What follows belongs to an exercise in optimizing a design on an open flow for small area, a short achievable clock period and few clock cycles per item; a production flow would make more cautious choices.
No driver is modelled on the clock port, so clocking that relies on it looks cheaper here than on a real chip.
Power is estimated from default activity; no workload was simulated.

== alpha ==
==> module alpha_compositor, before the edit <==
module alpha_compositor
(
	input logic clk,
	input logic reset,
	input logic src_valid,
	output logic src_ready,
	input blend_pkg::pixel_addr_t src_addr,
	input blend_pkg::channel_t src_r,
	input blend_pkg::channel_t src_g,
	input blend_pkg::channel_t src_b,
	input blend_pkg::channel_t src_a,
	input logic src_last,
	output logic wb_cyc,
	output logic wb_stb,
	output logic wb_we,
	output blend_pkg::pixel_addr_t wb_adr,
	output blend_pkg::rgb_t wb_dat_w,
	input blend_pkg::rgb_t wb_dat_r,
	input logic wb_ack,
	output logic frame_done
);
	logic busy;
	logic wlast;        
	logic bv;
	logic [23:0] b_s;
	logic [7:0] b_a;
	logic [23:0] b_d;
	logic [11:0] b_addr;
	logic b_last;
	logic [2:0] k1;     
	logic [2:0] s1t;
	logic [15:0] s1n0;
	logic [15:0] s1n1;
	logic rdy;          
	logic hz;           
	logic rd_ack;
	logic wr_ack;
	logic free;
	logic wb_free;
	logic pv;
	logic b_done;
	logic issue_r;
	logic issue_w;
	logic load_b;
	logic b_fill;
	logic s1v;
	logic s1_take;
	logic s1_load;
	logic [7:0] ch_s;
	logic [7:0] ch_d;
	logic [15:0] ch_n0;
	logic [15:0] ch_n1;
	logic [7:0] ch_q;
	assign wb_cyc = busy;
	assign wb_stb = busy;
	assign src_ready = rdy;
	assign rd_ack = busy && !wb_we && wb_ack;
	assign wr_ack = busy && wb_we && wb_ack;
	assign free = !busy || wr_ack;
	assign wb_free = !(busy && wb_we) || wb_ack;
	assign pv = src_valid && !rdy;
	assign b_done = bv && (k1 == 3'd0);
	assign issue_r = free && pv;
	assign issue_w = (rd_ack && bv) || (free && !pv && b_done);
	assign load_b = rd_ack && !hz;
	assign b_fill = busy && !wb_we && (k1 == 3'd0);
	assign s1v = (s1t != 3'd0);
	assign s1_take = s1v && wb_free;
	assign s1_load = (k1 != 3'd0) && (!s1v || s1_take);
	assign ch_s = b_s[23:16];
	assign ch_d = b_d[23:16];
	alpha_blend_sum sum_u (.s(ch_s), .d(ch_d), .a(b_a), .n0(ch_n0), .n1(ch_n1));
	alpha_blend_div div_u (.n0(s1n0), .n1(s1n1), .q(ch_q));
	always_ff @(posedge clk)
	begin
		if (!reset)
		begin
			busy <= 1'b0;
			bv <= 1'b0;
			k1 <= 3'd0;
			s1t <= 3'd0;
			rdy <= 1'b0;
			hz <= 1'b0;
			frame_done <= 1'b0;
		end
		else
		begin
			frame_done <= wr_ack && wlast;
			rdy <= load_b;
			hz <= bv && (src_addr == b_addr);
			if (issue_r || issue_w)
				busy <= 1'b1;
			else if (wb_ack)
				busy <= 1'b0;
			if (load_b)
				bv <= 1'b1;
			else if (issue_w)
				bv <= 1'b0;
			if (load_b)
				k1 <= 3'b001;
			else if (s1_load)
				k1 <= {k1[1:0], 1'b0};
			if (s1_load)
				s1t <= k1;
			else if (s1_take)
				s1t <= 3'd0;
		end
	end
	always_ff @(posedge clk)
	begin
		if (issue_r)
		begin
			wb_we <= 1'b0;
			wb_adr <= src_addr;
		end
		else if (issue_w)
		begin
			wb_we <= 1'b1;
			wb_adr <= b_addr;
			wlast <= b_last;
		end
		if (b_fill)
		begin
			if (wb_ack)
				b_d <= wb_dat_r;
			b_s <= {src_r, src_g, src_b};
			b_a <= src_a;
		end
		else if (s1_load)
		begin
			b_d[23:8] <= b_d[15:0];
			b_s[23:8] <= b_s[15:0];
		end
		if (load_b)
		begin
			b_addr <= src_addr;
			b_last <= src_last;
		end
		if (s1_load)
		begin
			s1n0 <= ch_n0;
			s1n1 <= ch_n1;
		end
		if (s1_take && s1t[0])
			wb_dat_w[23:16] <= ch_q;
		if (s1_take && s1t[1])
			wb_dat_w[15:8] <= ch_q;
		if (s1_take && s1t[2])
			wb_dat_w[7:0] <= ch_q;
	end
endmodule
clock: 8.0 ns
lec_check: 0
cap_margin: 20
core_margin: 2
core_utilization: 40
cts_buf_list: sky130_fd_sc_hd__clkbuf_4 sky130_fd_sc_hd__clkbuf_8
setup_slack_margin: 5
slew_margin: 20
tns_end_percent: 0
standard.sh (not shown) runs the stock make flow with config.mk's settings and CLKGATE_MAP_FILE= SYNTH_SCRIPT=/design/flow/synth_recipe.tcl, a recipe that flattens the netlist after the stock synthesis.
==> flow/flow/run.sh <==
#!/bin/bash
# Standard layout, with the port buffers the standard flow's flow inserts made from
# the smallest plain buffer; repair still resizes any that timing needs.
set -euo pipefail
export BUFFER_PORTS_ARGS="-buffer_cell sky130_fd_sc_hd__buf_1"
bash standard.sh > standard_flow.log 2>&1
Modified inputs, gamma compared to alpha
--- a/flow/design.v
+++ b/flow/design.v
@@ -361,9 +361,8 @@
 	logic b_done;
 	logic issue_r;
 	logic issue_w;
 	logic load_b;
-	logic b_fill;
 	logic s1v;
 	logic s1_take;
 	logic s1_load;
 	logic [7:0] ch_s;
@@ -382,9 +381,8 @@
 	assign b_done = bv && (k1 == 3'd0);
 	assign issue_r = free && pv;
 	assign issue_w = (rd_ack && bv) || (free && !pv && b_done);
 	assign load_b = rd_ack && !hz;
-	assign b_fill = busy && !wb_we && (k1 == 3'd0);
 	assign s1v = (s1t != 3'd0);
 	assign s1_take = s1v && wb_free;
 	assign s1_load = (k1 != 3'd0) && (!s1v || s1_take);
 	assign ch_s = b_s[23:16];
@@ -438,25 +436,21 @@
 			wb_we <= 1'b1;
 			wb_adr <= b_addr;
 			wlast <= b_last;
 		end
-		if (b_fill)
-		begin
-			if (wb_ack)
-				b_d <= wb_dat_r;
-			b_s <= {src_r, src_g, src_b};
-			b_a <= src_a;
-		end
+		if (rd_ack)
+			b_d <= wb_dat_r;
 		else if (s1_load)
-		begin
-			b_d[23:8] <= b_d[15:0];
-			b_s[23:8] <= b_s[15:0];
-		end
+			b_d <= {b_d[15:0], 8'd0};
 		if (load_b)
 		begin
+			b_s <= {src_r, src_g, src_b};
+			b_a <= src_a;
 			b_addr <= src_addr;
 			b_last <= src_last;
 		end
+		else if (s1_load)
+			b_s <= {b_s[15:0], 8'd0};
 		if (s1_load)
 		begin
 			s1n0 <= ch_n0;
 			s1n1 <= ch_n1;
### Flow results
gamma went all the way through synthesis, placement and routing and the layout is clean on timing, DRC and antenna. Compared gamma against alpha; fraction of cell area in non-clock buffers within noise. Internal power came out lower on gamma than on alpha. The arrival time at the worst endpoint reported for gamma is smaller than that of alpha by 0.03 ns. Comparing area after synthesis for gamma and alpha, the smaller number came from alpha. Lower synthesized cell count was reported by gamma, not alpha. Sort gamma and alpha by sequential share of the synthesized area, ascending, and gamma comes first. From alpha to gamma the numbers moved as follows: share of the cycle needed by the critical path after routing essentially unchanged, aggregate negative setup slack held steady, number of distinct library cells after synthesis increased by about 2.2% relative to the old numbers, amount of wire on met3 after detailed routing climbed 31%. Going from alpha to gamma, proportion of power drawn by the clock network grows by 0.7 points. Re number of max-cap violations: no difference whatsoever between alpha and gamma. Compared with alpha, in gamma multi-input gate area in the final layout decreased by 0.61% relative to the old numbers; core utilization decreased by 1.5 points relative to the old numbers.
Function was not checked in any run of this note: the RTL went through the layout flow alone.


Setup of north:
alpha_compositor, a different RTL version from the one above (not shown whole).
Size: ~640 cells after synthesis, about 150 flip-flops, ~110 I/O pins.
==> module alpha_compositor, before the edit <==
module alpha_compositor
(
	input logic clk,
	input logic reset,
	input logic src_valid,
	output logic src_ready,
	input blend_pkg::pixel_addr_t src_addr,
	input blend_pkg::channel_t src_r,
	input blend_pkg::channel_t src_g,
	input blend_pkg::channel_t src_b,
	input blend_pkg::channel_t src_a,
	input logic src_last,
	output logic wb_cyc,
	output logic wb_stb,
	output logic wb_we,
	output blend_pkg::pixel_addr_t wb_adr,
	output blend_pkg::rgb_t wb_dat_w,
	input blend_pkg::rgb_t wb_dat_r,
	input logic wb_ack,
	output logic frame_done
);
	logic busy;
	logic wlast;        
	logic bv;
	logic [23:0] b_s;
	logic [7:0] b_a;
	logic [23:0] b_d;
	logic [11:0] b_addr;
	logic b_last;
	logic [2:0] k1;     
	logic s1v;
	logic [15:0] s1n0;
	logic [15:0] s1n1;
	logic rdy;          
	logic hz;           
	logic rd_ack;
	logic wr_ack;
	logic free;
	logic wb_free;
	logic pv;
	logic pr;
	logic po;
	logic b_done;
	logic issue_r;
	logic issue_w;
	logic load_b;
	logic s1_take;
	logic s1_load;
	logic [7:0] ch_s;
	logic [7:0] ch_d;
	logic [15:0] ch_n0;
	logic [15:0] ch_n1;
	logic [7:0] ch_q;
	assign wb_cyc = busy;
	assign wb_stb = busy;
	assign src_ready = rdy;
	assign rd_ack = busy && !wb_we && wb_ack;
	assign wr_ack = busy && wb_we && wb_ack;
	assign free = !busy || wr_ack;
	assign wb_free = !(busy && wb_we) || wb_ack;
	assign pv = src_valid && !rdy;
	assign pr = pv && (src_a != 8'hff);
	assign po = pv && (src_a == 8'hff);
	assign b_done = bv && (k1 == 3'd0);
	assign issue_r = free && pr;
	assign issue_w = (rd_ack && bv) || (free && !pr && b_done);
	assign load_b = (rd_ack && !hz) || (free && po && (!bv || issue_w));
	assign s1_take = s1v && wb_free;
	assign s1_load = (k1 != 3'd0) && (!s1v || s1_take);
	assign ch_s = b_s[23:16];
	assign ch_d = b_d[23:16];
	alpha_blend_sum sum_u (.s(ch_s), .d(ch_d), .a(b_a), .n0(ch_n0), .n1(ch_n1));
	alpha_blend_div div_u (.n0(s1n0), .n1(s1n1), .q(ch_q));
	always_ff @(posedge clk)
	begin
		if (!reset)
		begin
			busy <= 1'b0;
			bv <= 1'b0;
			k1 <= 3'd0;
			s1v <= 1'b0;
			rdy <= 1'b0;
			hz <= 1'b0;
			frame_done <= 1'b0;
		end
		else
		begin
			frame_done <= wr_ack && wlast;
			rdy <= load_b;
			hz <= bv && (src_addr == b_addr);
			if (issue_r || issue_w)
				busy <= 1'b1;
			else if (wb_ack)
				busy <= 1'b0;
			if (load_b)
				bv <= 1'b1;
			else if (issue_w)
				bv <= 1'b0;
			if (load_b)
				k1 <= 3'b001;
			else if (s1_load)
				k1 <= {k1[1:0], 1'b0};
			if (s1_load)
				s1v <= 1'b1;
			else if (s1_take)
				s1v <= 1'b0;
		end
	end
	always_ff @(posedge clk)
	begin
		if (issue_r)
		begin
			wb_we <= 1'b0;
			wb_adr <= src_addr;
		end
		else if (issue_w)
		begin
			wb_we <= 1'b1;
			wb_adr <= b_addr;
			wlast <= b_last;
		end
		if (rd_ack)
			b_d <= wb_dat_r;
		else if (s1_load)
			b_d[23:8] <= b_d[15:0];
		if (k1 == 3'd0)
		begin
			b_s <= {src_r, src_g, src_b};
			b_a <= src_a;
		end
		else if (s1_load)
			b_s[23:8] <= b_s[15:0];
		if (load_b)
		begin
			b_addr <= src_addr;
			b_last <= src_last;
		end
		if (s1_load)
		begin
			s1n0 <= ch_n0;
			s1n1 <= ch_n1;
		end
		if (s1_take && k1[1])
			wb_dat_w[23:16] <= ch_q;
		if (s1_take && k1[2])
			wb_dat_w[15:8] <= ch_q;
		if (s1_take && k1 == 3'd0)
			wb_dat_w[7:0] <= ch_q;
	end
endmodule
Settings: LEC_CHECK=0, CAP_MARGIN=20, CORE_MARGIN=2, CORE_UTILIZATION=40, CTS_BUF_LIST=sky130_fd_sc_hd__clkbuf_4 sky130_fd_sc_hd__clkbuf_8, SETUP_SLACK_MARGIN=5, SLEW_MARGIN=20, TNS_END_PERCENT=0; clock period 8.0 ns.
==> flow/flow/run.sh <==
#!/bin/bash
# Standard layout, with three changes to how it is made:
#  - the port buffers the standard flow's flow inserts are made from the smallest plain
#    buffer; repair still resizes any that timing needs;
#  - CTS adds no dummy loads to balance its leaf buffers;
#  - after CTS, one more setup repair pass on the worst path
#    (flow/post_cts.tcl).
set -euo pipefail
export BUFFER_PORTS_ARGS="-buffer_cell sky130_fd_sc_hd__buf_1"
export POST_CTS_TCL="$PWD/flow/post_cts.tcl"
export CTS_ARGS="-sink_clustering_enable -repair_clock_nets -dont_use_dummy_load -buf_list {sky130_fd_sc_hd__clkbuf_4 sky130_fd_sc_hd__clkbuf_8}"
bash standard.sh > standard_flow.log 2>&1
==> flow/flow/post_cts.tcl <==
puts "post_cts: worst setup slack before [worst_slack -max]"
repair_timing -setup -setup_margin 5.6 -repair_tns 0 -verbose
detailed_placement
check_placement -verbose
puts "post_cts: worst setup slack after [worst_slack -max]"
For south, these inputs were changed with respect to north:
--- a/flow/design.v
+++ b/flow/design.v
@@ -352,15 +352,13 @@
 	logic [15:0] s1n0;
 	logic [15:0] s1n1;
 	logic rdy;          
-	logic hz;           
 	logic rd_ack;
 	logic wr_ack;
 	logic free;
 	logic wb_free;
 	logic pv;
-	logic pr;
-	logic po;
 	logic b_done;
+	logic barrier;
 	logic issue_r;
 	logic issue_w;
 	logic load_b;
@@ -379,12 +377,11 @@
 	assign free = !busy || wr_ack;
 	assign wb_free = !(busy && wb_we) || wb_ack;
 	assign pv = src_valid && !rdy;
-	assign pr = pv && (src_a != 8'hff);
-	assign po = pv && (src_a == 8'hff);
 	assign b_done = bv && (k1 == 3'd0);
-	assign issue_r = free && pr;
-	assign issue_w = (rd_ack && bv) || (free && !pr && b_done);
-	assign load_b = (rd_ack && !hz) || (free && po && (!bv || issue_w));
+	assign barrier = bv && b_last;   
+	assign issue_r = free && pv && !barrier;
+	assign issue_w = (rd_ack && bv) || (free && (!pv || barrier) && b_done);
+	assign load_b = rd_ack;
 	assign s1_take = s1v && wb_free;
 	assign s1_load = (k1 != 3'd0) && (!s1v || s1_take);
 	assign ch_s = b_s[23:16];
@@ -400,14 +397,12 @@
 			k1 <= 3'd0;
 			s1v <= 1'b0;
 			rdy <= 1'b0;
-			hz <= 1'b0;
 			frame_done <= 1'b0;
 		end
 		else
 		begin
 			frame_done <= wr_ack && wlast;
 			rdy <= load_b;
-			hz <= bv && (src_addr == b_addr);
 			if (issue_r || issue_w)
 				busy <= 1'b1;
 			else if (wb_ack)
@@ -443,18 +438,15 @@
 			b_d <= wb_dat_r;
 		else if (s1_load)
 			b_d[23:8] <= b_d[15:0];
-		if (k1 == 3'd0)
+		if (load_b)
 		begin
 			b_s <= {src_r, src_g, src_b};
 			b_a <= src_a;
-		end
-		else if (s1_load)
-			b_s[23:8] <= b_s[15:0];
-		if (load_b)
-		begin
 			b_addr <= src_addr;
 			b_last <= src_last;
 		end
+		else if (s1_load)
+			b_s[23:8] <= b_s[15:0];
 		if (s1_load)
 		begin
 			s1n0 <= ch_n0;
Results
- Per the comparison of south with north, routed wire length now sits lower, actual transition at the worst max-transition pin now sits higher, layout sequential cell count now sits lower.
- Max layout cell share with drive strength beyond 1 across south and north: south
- Compared with north, south shows die span in x lower by about 2%.
- south ends up with a standby leakage power that is about 10% lower than in north.
- Diff north -> south | arrival time of data at the critical path endpoint | decrease of 70 ps
- south vs north — multiplexer fraction of the synthesized cell area rose 4.7 points.
- Of south and north, the higher met2 wire length belongs to north.
- From north to south the numbers moved as follows: share of flip-flops with an asynchronous set or reset roughly the same; overall power of the completed layout lower.
No functional check of the RTL was part of any run of this note.

[what the ideal ports hide]
How much do the figures lean on ideal ports? The routed layouts below were timed once more, with nothing changed but the port constraints.
Step 1, drivers: a clkbuf_16 drives clk and a buf_2 each remaining input, both assumed.
Step 2 moves the port delays by t, midway between the first and last clock arrival at a register: inputs arrive t later, outputs are due t later. That takes back most of the time a late clock gives input paths.
Three values: ideal ports, drivers, drivers and shift; two values: the first two.
run | t, ns | setup WS [ns] | worst hold slack (ns) | worst data-port slew with drivers (ns)
alpha | 0.474 | 4.851 / 4.851 / 4.518 | 0.423 / 0.423 / 0.423 | 0.05
gamma | 0.476 | 4.850 / 4.850 / 4.509 | 0.452 / 0.452 / 0.452 | 0.06
north | 0.472 | 4.825 / 4.825 / 4.498 | 0.432 / 0.432 / 0.432 | 0.04
south | 0.451 | 4.872 / 4.872 / 4.506 | 0.476 / 0.476 / 0.476 | 0.05
After both steps setup and hold are still met in every run listed. For south, which loses most, drivers alone change the setup slack by 0.000 ns; drivers and shift together by -0.366 ns.
